Context: an optimization exercise on an open-source flow, tuned for a short achievable clock period and few clock cycles per item. The choices shown serve that exercise and are no tape-out recipe.
Only simulation tests tie the RTL to the original design; equivalence was not proved.
No activity file was given, so power comes from the tool's default toggle rates.

Setup of v20:
// dcache_top
module dcache_top (
    input  logic               CLK,
    input  logic               nRST,
    input  logic               dmem_ren,
    input  logic               dmem_wen,
    input  mem_bus_pkg::word_t dmem_addr,
    input  mem_bus_pkg::word_t dmem_store,
    input  logic               halt,
    input  mem_bus_pkg::word_t wb_dat_r,
    input  logic               wb_ack,
    output mem_bus_pkg::word_t dmem_load,
    output logic               dhit,
    output logic               flushed,
    output logic               wb_cyc,
    output logic               wb_stb,
    output logic               wb_we,
    output mem_bus_pkg::word_t wb_adr,
    output mem_bus_pkg::word_t wb_dat_w
);
clock: 9.0 ns
lec_check: 0
cap_margin: 30
core_margin: 2
core_utilization: 45
setup_slack_margin: 5
slew_margin: 20
run.sh (not shown) runs the stock make flow with config.mk's settings and CLKGATE_MAP_FILE= SYNTH_SCRIPT=/design/flow/synth_recipe.tcl, a recipe that flattens the netlist after the stock synthesis.
The flow completed for v20, but it is not clean: the layout still shows antenna violations.
Testbench counts of v20, summed over its fixed seeds: cycles 15,652, accesses 4,800.
Input-level comparison between v2 and v20:
-- flow/config.mk --
<<< v20, line 9
export CORE_MARGIN = 2
export CORE_UTILIZATION = 45
export SETUP_SLACK_MARGIN = 5
>>> v2, line 9
export CORE_MARGIN = 2
export CORE_UTILIZATION = 40
export SETUP_SLACK_MARGIN = 5
[summary]
The flow completed for v20, but it is not clean: the layout still shows antenna violations. No crash in v2: every stage finished, but the layout fails its final checks due to antenna violations. v2 — fraction of area in registers 0.26 points lower, v20 as reference. v20 → v2: global routing usage on met1 moved down, flip-flop and latch power comparable, pin slew with the least headroom to its limit went down by 0.062 ns. Compared with v20, placement density in the core of v2 is lower. Compared to v20, v2 has total non-filler cell area in the finished layout 810 µm² higher. v20 vs v2, launching element of the worst setup path: fsel_q[3] vs f_frame[2]. Going from v20 to v2, area overhead of the layout relative to synthesis went up by 0.68 points; relative contribution of the clock network to total power picked up an extra 0.3 points.


the reference run:
dcache_top, a different RTL version from the one above (not shown whole).
Size: roughly 2100 flip-flops, about 200 I/O pins, about 120000 µm² of cells after synthesis.
Design dcache_top, start of the top module:
module dcache_top (
    input  logic               CLK,
    input  logic               nRST,
    input  logic               dmem_ren,
    input  logic               dmem_wen,
    input  mem_bus_pkg::word_t dmem_addr,
    input  mem_bus_pkg::word_t dmem_store,
    input  logic               halt,
    input  mem_bus_pkg::word_t wb_dat_r,
    input  logic               wb_ack,
    output mem_bus_pkg::word_t dmem_load,
    output logic               dhit,
    output logic               flushed,
    output logic               wb_cyc,
    output logic               wb_stb,
    output logic               wb_we,
    output mem_bus_pkg::word_t wb_adr,
    output mem_bus_pkg::word_t wb_dat_w
);
==> flow/config.mk <==
export PLATFORM = sky130hd
export DESIGN_NAME = dcache_top
export DESIGN_NICKNAME = dcache_top
export VERILOG_FILES = /design/flow/design.v
export SDC_FILE = /design/flow/constraint.sdc
export NUM_CORES = 4
export LEC_CHECK = 0
export CAP_MARGIN = 30
export CORE_MARGIN = 2
export CORE_UTILIZATION = 50
export SETUP_SLACK_MARGIN = 5
export SLEW_MARGIN = 20
==> flow/constraint.sdc <==
create_clock -name core_clock -period 9.0 [get_ports {CLK}]
set_input_delay 1.8000 -clock core_clock [delete_from_list [all_inputs] [get_ports {CLK}]]
set_output_delay 1.8000 -clock core_clock [all_outputs]
set_load 0.01 [all_outputs]
The reference run went all the way through the flow, and no timing, DRC or antenna check failed.
Testbench counts of the reference run, summed over its fixed seeds: cycles 15,652, accesses 4,800.
Input changes introduced in the trial run (baseline for comparison: the reference run):
# the reference run
export LEC_CHECK = 0
export CAP_MARGIN = 30
export CORE_MARGIN = 2
export CORE_UTILIZATION = 50
export SETUP_SLACK_MARGIN = 5
export SLEW_MARGIN = 20
create_clock -name core_clock -period 9.0 [get_ports {CLK}]
# the trial run
export LEC_CHECK = 0
export CAP_MARGIN = 30
export CORE_MARGIN = 2
export CORE_UTILIZATION = 40
export SETUP_SLACK_MARGIN = 5
export SLEW_MARGIN = 20
create_clock -name core_clock -period 9.0 [get_ports {CLK}]
[summary]
Diff the reference run..the trial run | count of non-CTS inverters in the layout | unchanged. Total number of placement rows: the reference run and the trial run compared, lower one is the reference run. Number of failing hold endpoints at the final stage essentially unchanged between the reference run and the trial run. No run among the reference run and the trial run stopped early or left any final violation; all are clean. Per the comparison of the trial run with the reference run, total design power climbed about 1.4%, count of multi-input gates barely changed, clock group power climbed about 5%, synthesized cell count barely changed, met2 demand-to-capacity share in global routing dropped 10 points.

static timing again, ports no longer ideal:
Ports are ideal in the flow. The routed layouts listed here were re-timed in OpenROAD. Step 1, drivers: a clkbuf_16 drives CLK and a buf_2 each remaining input, both assumed. Step 2 adds t to the input delays and takes it off the output delays; t is the mean of the earliest and latest rising clock arrival at the registers after step 1. Input paths then give back, and output paths get back, about the clock's delay inside the block. Three values: no drivers, after step 1, after step 2; two values: the first two.
run | t (ns) | slack for setup (ns) | clock arrival spread, ns | slew at the worst register clock pin (ns)
v20 | 1.032 | 4.863 / 4.862 / 3.830 | 0.152 / 0.152 | 0.07 / 0.07
v2 | 1.032 | 4.780 / 4.780 / 3.844 | 0.110 / 0.110 | 0.07 / 0.07
the reference run | 0.966 | 4.736 / 4.736 / 4.008 | 0.055 / 0.055 | 0.07 / 0.07
the trial run | 1.008 | 4.802 / 4.802 / 3.916 | 0.106 / 0.105 | 0.07 / 0.07
For v20, which loses most, drivers alone change the setup slack by -0.001 ns; drivers and shift together by -1.033 ns.
